Background: an optimization exercise with open tools, aiming at small area, a short achievable clock period and few clock cycles. Do not read the settings as production practice.
Where RTL was checked, it was by simulation tests only, not by an equivalence proof against the original.
No activity file was given, so power comes from the tool's default toggle rates.

south:
==> module smme_step, before the edit <==
module smme_step #(
    parameter int ARCH = 1
) (
    input  logic [31:0] i_r,
    input  logic        i_b,
    input  logic [31:0] i_y,
    input  logic [31:0] i_m,
    input  logic        i_mz,
    output logic [31:0] o_r
);
    logic [33:0] w_s;
    logic [34:0] w_d1, w_d2;
    logic        w_c0, w_c1, w_c2;
    smme_add #(34, ARCH) u_s (
        .i_a({1'b0, i_r, i_b}), .i_b({2'b00, i_y}), .i_c(1'b0),
        .o_s(w_s), .o_co(w_c0));
    smme_add #(35, ARCH) u_d1 (
        .i_a({1'b0, w_s}), .i_b(~{2'b00, i_mz, i_m}), .i_c(1'b1),
        .o_s(w_d1), .o_co(w_c1));
    smme_add #(35, ARCH) u_d2 (
        .i_a({1'b0, w_s}), .i_b(~{1'b0, i_mz, i_m, 1'b0}), .i_c(1'b1),
        .o_s(w_d2), .o_co(w_c2));
    assign o_r = !w_d2[34] ? w_d2[31:0] : (!w_d1[34] ? w_d1[31:0] : w_s[31:0]);
endmodule
Settings: LEC_CHECK=0, CAP_MARGIN=20, CORE_MARGIN=2, CORE_UTILIZATION=40, SETUP_SLACK_MARGIN=5, SLEW_MARGIN=20; clock period 11.0 ns.
run.sh (not shown) runs the stock make flow with config.mk's settings and CLKGATE_MAP_FILE= SYNTH_SCRIPT=/design/flow/synth_recipe.tcl, a recipe that flattens the netlist after the stock synthesis.
> inputs changed (south -> west)
-- flow/design.v --
<<< south, line 11
endpackage
module smme_step #(
    parameter int ARCH = 1
) (
    input  logic [31:0] i_r,
>>> west, line 11
endpackage
module smme_step #(
    parameter int ARCH = 2
) (
    input  logic [31:0] i_r,
==> comparison <==
Relative to south, the post-route fraction of the period consumed by the critical path of west is lower by 3.7 points.
Looking at slew at the pin with the worst max-slew slack, west sits 0.069 ns below south.
south → west: clock power went down about 1%; time the worst path needs with I/O delays and setup went down 0.41 ns; net switching power figure dropped 12 uW.
Higher number of ordinary and repair buffers in the finished layout was reported by south, not west.
In the metrics for west and south, the one carrying the higher leakage power of the design is south.
Function was not checked in any run of this note: the RTL went through the layout flow alone.

* * *

square_multiply_modexp_trace, a different RTL version from the one above (not shown whole).
Size in the first run: roughly 190 flip-flops, roughly 180 I/O pins, about 0.016 sq mm of cells after synthesis.
export LEC_CHECK = 0
export CAP_MARGIN = 20
export CORE_MARGIN = 2
export CORE_UTILIZATION = 40
export SETUP_SLACK_MARGIN = 5
export SLEW_MARGIN = 20
create_clock -name core_clock -period 11.0 [get_ports {i_clk}]
standard.sh (not shown) runs the stock make flow with config.mk's settings and CLKGATE_MAP_FILE= SYNTH_SCRIPT=/design/flow/synth_recipe.tcl, a recipe that flattens the netlist after the stock synthesis.
==> flow/flow/run.sh <==
#!/bin/bash
# Layout flow: the standard layout (standard.sh, ORFS from synthesis to
# finish, unchanged synthesis), except that every input and output port gets
# a sky130_fd_sc_hd__buf_1 as its port buffer instead of the default cell that
# buffer_ports picks. The full output goes to standard.log in the work folder;
# ORFS keeps each step's own log under orfs/logs.
set -euo pipefail
bash standard.sh "BUFFER_PORTS_ARGS=-buffer_cell sky130_fd_sc_hd__buf_1" finish > standard.log 2>&1
Rerun with:
--- a/flow/design.v
+++ b/flow/design.v
@@ -12,33 +12,32 @@
 module smme_step #(
     parameter int ARCH = 2
 ) (
     input  logic [31:0] i_r,
     input  logic        i_b,
     input  logic [31:0] i_y,
     input  logic [31:0] i_m,
     input  logic        i_mz,
     output logic [31:0] o_r
 );
-    logic [34:0] w_s, w_d1, w_d2, w_a, w_yy, w_n1, w_n2, w_p1, w_c1, w_p2, w_c2;
-    logic        w_c0, w_co1, w_co2;
-    assign w_a  = {2'b00, i_r, i_b};
-    assign w_yy = {3'b000, i_y};
-    assign w_n1 = ~{2'b00, i_mz, i_m};
-    assign w_n2 = ~{1'b0, i_mz, i_m, 1'b0};
-    assign w_p1 = w_a ^ w_yy ^ w_n1;
-    assign w_p2 = w_a ^ w_yy ^ w_n2;
-    assign w_c1 = {(w_a[33:0] & w_yy[33:0]) | (w_a[33:0] & w_n1[33:0]) | (w_yy[33:0] & w_n1[33:0]), 1'b1};
-    assign w_c2 = {(w_a[33:0] & w_yy[33:0]) | (w_a[33:0] & w_n2[33:0]) | (w_yy[33:0] & w_n2[33:0]), 1'b1};
-    smme_add #(35, ARCH) u_s (.i_a(w_a), .i_b(w_yy), .i_c(1'b0), .o_s(w_s), .o_co(w_c0));
-    smme_add #(35, ARCH) u_d1 (.i_a(w_p1), .i_b(w_c1), .i_c(1'b0), .o_s(w_d1), .o_co(w_co1));
-    smme_add #(35, ARCH) u_d2 (.i_a(w_p2), .i_b(w_c2), .i_c(1'b0), .o_s(w_d2), .o_co(w_co2));
+    logic [33:0] w_s;
+    logic [34:0] w_d1, w_d2;
+    logic        w_c0, w_c1, w_c2;
+    smme_add #(34, ARCH) u_s (
+        .i_a({1'b0, i_r, i_b}), .i_b({2'b00, i_y}), .i_c(1'b0),
+        .o_s(w_s), .o_co(w_c0));
+    smme_add #(35, ARCH) u_d1 (
+        .i_a({1'b0, w_s}), .i_b(~{2'b00, i_mz, i_m}), .i_c(1'b1),
+        .o_s(w_d1), .o_co(w_c1));
+    smme_add #(35, ARCH) u_d2 (
+        .i_a({1'b0, w_s}), .i_b(~{1'b0, i_mz, i_m, 1'b0}), .i_c(1'b1),
+        .o_s(w_d2), .o_co(w_c2));
     assign o_r = !w_d2[34] ? w_d2[31:0] : (!w_d1[34] ? w_d1[31:0] : w_s[31:0]);
 endmodule
 module smme_add #(
     parameter int W = 32,
     parameter int ARCH = 1
 ) (
     input  logic [W-1:0] i_a,
     input  logic [W-1:0] i_b,
     input  logic         i_c,
     output logic [W-1:0] o_s,
@@ -55,21 +54,21 @@
             for (int i = 1; i < W; i++) begin
                 G[i] = G[i] | (P[i] & G[i-1]);
                 P[i] = P[i] & P[i-1];
             end
         end else if (ARCH == 1) begin
             for (int l = 0; (1 << l) < W; l++)
                 for (int i = (2 << l) - 1; i < W; i += (2 << l)) begin
                     G[i] = G[i] | (P[i] & G[i - (1 << l)]);
                     P[i] = P[i] & P[i - (1 << l)];
                 end
-            for (int l = $clog2(W) - 2; l >= 0; l--)
+            for (int l = 6; l >= 0; l--)
                 for (int i = 3 * (1 << l) - 1; i < W; i += (2 << l)) begin
                     G[i] = G[i] | (P[i] & G[i - (1 << l)]);
                     P[i] = P[i] & P[i - (1 << l)];
                 end
         end else if (ARCH == 2) begin
             for (int l = 0; (1 << l) < W; l++)
                 for (int i = 0; i < W; i++)
                     if ((i >> l) & 1) begin
                         G[i] = G[i] | (P[i] & G[((i >> l) << l) - 1]);
                         P[i] = P[i] & P[((i >> l) << l) - 1];
@@ -183,21 +182,20 @@
                     r_bi <= w_xn && q_red;
                 end
             end
         end
         if (w_run) begin
             if (q_sqr) begin
                 r_sq <= w_res;
                 if (w_end) r_acc <= w_res;
             end else begin
                 r_acc <= w_res;
-                if (w_end && q_red) r_sq <= {31'd0, !w_empty};
             end
         end
         if (w_emit) begin
             r_bit  <= !w_empty && (q_red || q_mul);
             r_row  <= q_red ? 5'd0 : r_row + 5'd1;
             r_last <= w_done;
             r_user <= w_empty;
         end
         if (!i_rst_n) begin
             q_idle  <= 1'b1;
@@ -214,14 +212,15 @@
             if (w_end) begin
                 q_red  <= 1'b0;
                 q_sqr  <= w_gosq;
                 q_mul  <= w_tomul;
                 q_idle <= w_done;
             end
         end
     end
     assign s_axis_tready = q_idle;
     assign m_axis_tvalid = r_valid;
-    assign m_axis_tdata  = {2'b00, r_row, r_acc, r_sq, r_bit};
+    assign m_axis_tdata  = {2'b00, r_row, r_acc,
+                            (r_row == 5'd0) ? {31'd0, !r_user} : r_sq, r_bit};
     assign m_axis_tuser  = r_user;
     assign m_axis_tlast  = r_last;
 endmodule
Effect:
- The changed run finished clean
- critical path depth rose by 11
- sequential share of layout area rose by 2.7 points
- clock skew hardly moves
- total power rose by 29%
- die area fell by about 14%
- final area fell by 8.1%
- setup slack got worse by 230 ps
- routed wire length fell by about 17%
- core utilization rose by 3.5 points
- via count fell by about 13%
No run of this note included a check of the RTL's function; only the layout flow was run.

* * *

Another version of the RTL of square_multiply_modexp_trace (not shown whole).
Size in the first run: ~1500 cells after synthesis, roughly 190 flip-flops, about 180 I/O pins, ~0.015 mm2 of cells after synthesis.
==> module square_multiply_modexp_trace, before the edit <==
module square_multiply_modexp_trace #(
    parameter int unsigned EXP_WIDTH = 32,
    parameter int unsigned MOD_WIDTH = 32
) (
    input  logic         i_clk,
    input  logic         i_rst_n,
    input  logic         s_axis_tvalid,
    output logic         s_axis_tready,
    input  logic [95:0]  s_axis_tdata,
    output logic         m_axis_tvalid,
    input  logic         m_axis_tready,
    output logic [71:0]  m_axis_tdata,
    output logic         m_axis_tuser,
    output logic         m_axis_tlast
);
    logic q_idle, q_red, q_sqr, q_mul;
    logic [31:0] r_m;      
    logic        r_mz;     
    logic [31:0] r_e;      
    logic [31:0] r_b;      
    logic [31:0] r_acc;    
    logic [31:0] r_sq;     
    logic [4:0]  r_cnt;    
    logic        r_first;  
    logic        r_bz0;    
    logic        r_mbig;   
    logic [4:0]  r_pos;    
    logic [4:0]  r_row;
    logic        r_valid, r_bit, r_last, r_user;
    logic        r_sr, r_ar, r_ya, r_ys, r_yb, r_bi;
    logic        r_srcb;   
    logic [31:0] w_r, w_y, w_res;
    assign w_r = ({32{r_sr}} & r_sq) | ({32{r_ar}} & r_acc);
    assign w_y = ({32{r_ya}} & r_acc) | ({32{r_ys}} & r_sq) | ({32{r_yb}} & r_b);
    smme_step u_step (
        .i_r(w_r), .i_b(r_bi), .i_y(w_y), .i_m(r_m), .i_mz(r_mz),
        .o_r(w_res)
    );
    logic [31:0] w_src;
    logic [4:0]  w_lead, w_next;
    logic        w_last, w_xn, w_mskip, w_jump;
    assign w_mskip = q_sqr && r_srcb;
    assign w_src = r_srcb ? r_b : r_acc;           
    always_comb begin
        w_lead = 5'd0;
        for (int k = 1; k < 32; k++)
            if (w_src[k]) w_lead = 5'(k);
    end
    assign w_last = r_first ? (w_src[31:1] == 31'd0 || (q_red && (r_bz0 || r_mbig)))
                            : (r_cnt == 5'd0);
    assign w_jump = w_mskip && w_lead != 5'd0;
    assign w_next = (r_first || w_mskip ? w_lead : r_cnt) - 5'd1;
    assign w_xn   = w_src[w_next];
    logic w_op, w_hold, w_run, w_end, w_empty, w_tomul, w_emit, w_done, w_gosq, w_skip;
    assign w_op    = q_red | q_sqr | q_mul;
    assign w_hold  = r_valid && !m_axis_tready;    
    assign w_run   = w_op && !w_hold && !(q_red && w_last && !r_e[31] && r_pos != 5'd0);
    assign w_end   = w_run && w_last;
    assign w_empty = q_red && !r_e[31];            
    assign w_tomul = q_sqr && r_e[31];
    assign w_emit  = w_end && !w_tomul;            
    assign w_done  = w_emit && (w_empty || r_pos == 5'd0);   
    assign w_gosq  = w_emit && !w_done;
    assign w_skip  = q_red && !r_e[31] && r_pos != 5'd0;
    always_ff @(posedge i_clk) begin
        if (q_idle) begin
            r_m   <= s_axis_tdata[95:64];
            r_mz  <= (s_axis_tdata[95:64] == 32'd0);
            r_e   <= s_axis_tdata[63:32];
            r_b   <= s_axis_tdata[31:0];
            r_bz0 <= (s_axis_tdata[31:0] == 32'd0) || (s_axis_tdata[63:32] == 32'd0);
            r_mbig <= s_axis_tdata[95] || (s_axis_tdata[95:64] == 32'd0);
            r_first <= 1'b1;
            r_pos <= 5'd31;
            r_srcb <= 1'b1;
            r_sr <= 1'b0;
            r_ar <= 1'b0;
            r_ya <= 1'b0;
            r_ys <= 1'b0;
            r_yb <= (s_axis_tdata[95] || (s_axis_tdata[95:64] == 32'd0))
                    && (s_axis_tdata[63:32] != 32'd0);
            r_bi <= !(s_axis_tdata[95] || (s_axis_tdata[95:64] == 32'd0))
                    && (s_axis_tdata[31:0] != 32'd0) && (s_axis_tdata[63:32] != 32'd0);
        end else begin
            if (w_skip || w_gosq) begin
                r_e   <= {r_e[30:0], 1'b0};
                r_pos <= r_pos - 5'd1;
            end
            if (q_sqr && r_first && r_row == 5'd0) r_b <= r_acc;
            if (w_run) begin
                r_first <= w_end && !w_jump;
                r_cnt   <= w_next;
                r_yb    <= 1'b0;
                if (w_end)
                    r_srcb <= w_tomul;
                else
                    r_srcb <= !q_sqr || (w_next == 5'd0 && r_e[31]);
                if (w_jump) begin
                    r_sr <= 1'b0;
                    r_ar <= 1'b1;
                    r_ya <= 1'b0;
                    r_ys <= w_xn;
                    r_bi <= 1'b0;
                end else if (w_end) begin
                    r_sr <= 1'b0;
                    r_ar <= 1'b0;
                    r_ya <= w_gosq;
                    r_ys <= w_tomul;
                    r_bi <= 1'b0;
                end else begin
                    r_sr <= q_sqr;
                    r_ar <= !q_sqr;
                    r_ya <= w_xn && q_sqr;
                    r_ys <= w_xn && q_mul;
                    r_bi <= w_xn && q_red;
                end
            end
        end
        if (w_run) begin
            if (q_sqr) begin
                r_sq <= w_res;
                if (w_end) r_acc <= w_res;
            end else begin
                r_acc <= w_res;
                if (w_end && q_red) r_sq <= {31'd0, !w_empty};
            end
        end
        if (w_emit) begin
            r_bit  <= !w_empty && (q_red || q_mul);
            r_row  <= q_red ? 5'd0 : r_row + 5'd1;
            r_last <= w_done;
            r_user <= w_empty;
        end
        if (!i_rst_n) begin
            q_idle  <= 1'b1;
            q_red   <= 1'b0;
            q_sqr   <= 1'b0;
            q_mul   <= 1'b0;
            r_valid <= 1'b0;
        end else begin
            r_valid <= w_emit || w_hold;
            if (q_idle && s_axis_tvalid) begin
                q_idle <= 1'b0;
                q_red  <= 1'b1;
            end
            if (w_end) begin
                q_red  <= 1'b0;
                q_sqr  <= w_gosq;
                q_mul  <= w_tomul;
                q_idle <= w_done;
            end
        end
    end
    assign s_axis_tready = q_idle;
    assign m_axis_tvalid = r_valid;
    assign m_axis_tdata  = {2'b00, r_row, r_acc, r_sq, r_bit};
    assign m_axis_tuser  = r_user;
    assign m_axis_tlast  = r_last;
endmodule
==> flow/config.mk <==
export PLATFORM = sky130hd
export DESIGN_NAME = square_multiply_modexp_trace
export DESIGN_NICKNAME = square_multiply_modexp_trace
export VERILOG_FILES = /design/flow/design.v
export SDC_FILE = /design/flow/constraint.sdc
export NUM_CORES = 4
export LEC_CHECK = 0
export CAP_MARGIN = 20
export CORE_MARGIN = 2
export CORE_UTILIZATION = 40
export SETUP_SLACK_MARGIN = 5
export SLEW_MARGIN = 20
==> flow/constraint.sdc <==
create_clock -name core_clock -period 11.0 [get_ports {i_clk}]
set_input_delay 2.2000 -clock core_clock [delete_from_list [all_inputs] [get_ports {i_clk}]]
set_output_delay 2.2000 -clock core_clock [all_outputs]
set_load 0.01 [all_outputs]
Scripts as last shown in full above: flow/flow/run.sh
Then changed:
--- a/flow/design.v
+++ b/flow/design.v
@@ -111,13 +111,12 @@
     logic        r_first;  
     logic        r_bz0;    
-    logic        r_mbig;   
     logic [4:0]  r_pos;    
     logic [4:0]  r_row;
     logic        r_valid, r_bit, r_last, r_user;
-    logic        r_sr, r_ar, r_ya, r_ys, r_yb, r_bi;
+    logic        r_sr, r_ar, r_ya, r_ys, r_bi;
     logic        r_srcb;   
     logic [31:0] w_r, w_y, w_res;
     assign w_r = ({32{r_sr}} & r_sq) | ({32{r_ar}} & r_acc);
-    assign w_y = ({32{r_ya}} & r_acc) | ({32{r_ys}} & r_sq) | ({32{r_yb}} & r_b);
+    assign w_y = ({32{r_ya}} & r_acc) | ({32{r_ys}} & r_sq);
     smme_step u_step (
         .i_r(w_r), .i_b(r_bi), .i_y(w_y), .i_m(r_m), .i_mz(r_mz),
@@ -134,5 +133,5 @@
             if (w_src[k]) w_lead = 5'(k);
     end
-    assign w_last = r_first ? (w_src[31:1] == 31'd0 || (q_red && (r_bz0 || r_mbig)))
+    assign w_last = r_first ? (w_src[31:1] == 31'd0 || (q_red && r_bz0))
                             : (r_cnt == 5'd0);
     assign w_jump = w_mskip && w_lead != 5'd0;
@@ -157,5 +156,4 @@
             r_b   <= s_axis_tdata[31:0];
             r_bz0 <= (s_axis_tdata[31:0] == 32'd0) || (s_axis_tdata[63:32] == 32'd0);
-            r_mbig <= s_axis_tdata[95] || (s_axis_tdata[95:64] == 32'd0);
             r_first <= 1'b1;
             r_pos <= 5'd31;
@@ -165,8 +163,5 @@
             r_ya <= 1'b0;
             r_ys <= 1'b0;
-            r_yb <= (s_axis_tdata[95] || (s_axis_tdata[95:64] == 32'd0))
-                    && (s_axis_tdata[63:32] != 32'd0);
-            r_bi <= !(s_axis_tdata[95] || (s_axis_tdata[95:64] == 32'd0))
-                    && (s_axis_tdata[31:0] != 32'd0) && (s_axis_tdata[63:32] != 32'd0);
+            r_bi <= (s_axis_tdata[31:0] != 32'd0) && (s_axis_tdata[63:32] != 32'd0);
         end else begin
             if (w_skip || w_gosq) begin
@@ -178,5 +173,4 @@
                 r_first <= w_end && !w_jump;
                 r_cnt   <= w_next;
-                r_yb    <= 1'b0;
                 if (w_end)
                     r_srcb <= w_tomul;
@@ -210,5 +204,4 @@
             end else begin
                 r_acc <= w_res;
-                if (w_end && q_red) r_sq <= {31'd0, !w_empty};
             end
         end
@@ -241,5 +234,6 @@
     assign s_axis_tready = q_idle;
     assign m_axis_tvalid = r_valid;
-    assign m_axis_tdata  = {2'b00, r_row, r_acc, r_sq, r_bit};
+    assign m_axis_tdata  = {2'b00, r_row, r_acc,
+                            (r_row == 5'd0) ? {31'd0, !r_user} : r_sq, r_bit};
     assign m_axis_tuser  = r_user;
     assign m_axis_tlast  = r_last;
What happened:
- The new run finished clean
- count of clock-buffer cells in the layout stays the same
- critical path depth grows by 3
- routed wire length shrinks by 14%
- die area shrinks by 3.7%
- combinational power shrinks by 61%
- final cell count shrinks by 6.9%
- synthesized cell count shrinks by 6.2%
- cell area shrinks by 8.8%
Testbench counts after the change, summed over its fixed seeds: cycles 105,102.
No functional check of the RTL was part of the first run of this note.

## what the ideal ports hide
No port has a modelled driver above. Below, the same layouts with a new extraction and two added sets of constraints. Step 1 sets driving cells, clkbuf_16 on the clock port and buf_2 on the other inputs (assumed; they add their load-dependent delay and slew). Step 2, shift: input delay + t, output delay - t, t = (earliest + latest rising clock arrival at the registers) / 2. This alone moves slack from input paths to output paths. Three values: ideal, step 1, step 2; two values: the first two.
| run | shift t [ns] | slack for setup (ns) | hold slack, ns | worst setup path after step 2 |
|---|---|---|---|---|
| south | 0.508 | 4.699 / 4.699 / 4.699 | 0.499 / 0.499 / 0.499 | register to register |
| west | 0.499 | 5.109 / 5.109 / 5.109 | 0.544 / 0.544 / 0.544 | register to register |
| the first run of note 2 | 0.561 | 5.212 / 5.212 / 5.212 | 0.522 / 0.522 / 0.522 | register to register |
| the second run of note 2 | 0.509 | 4.980 / 4.980 / 4.980 | 0.499 / 0.499 / 0.499 | register to register |
| the first run of note 3 | 0.507 | 4.864 / 4.864 / 4.864 | 0.517 / 0.517 / 0.517 | register to register |
| the second run of note 3 | 0.507 | 5.229 / 5.229 / 5.229 | 0.525 / 0.525 / 0.525 | register to register |
After both steps every run listed still meets setup and hold.
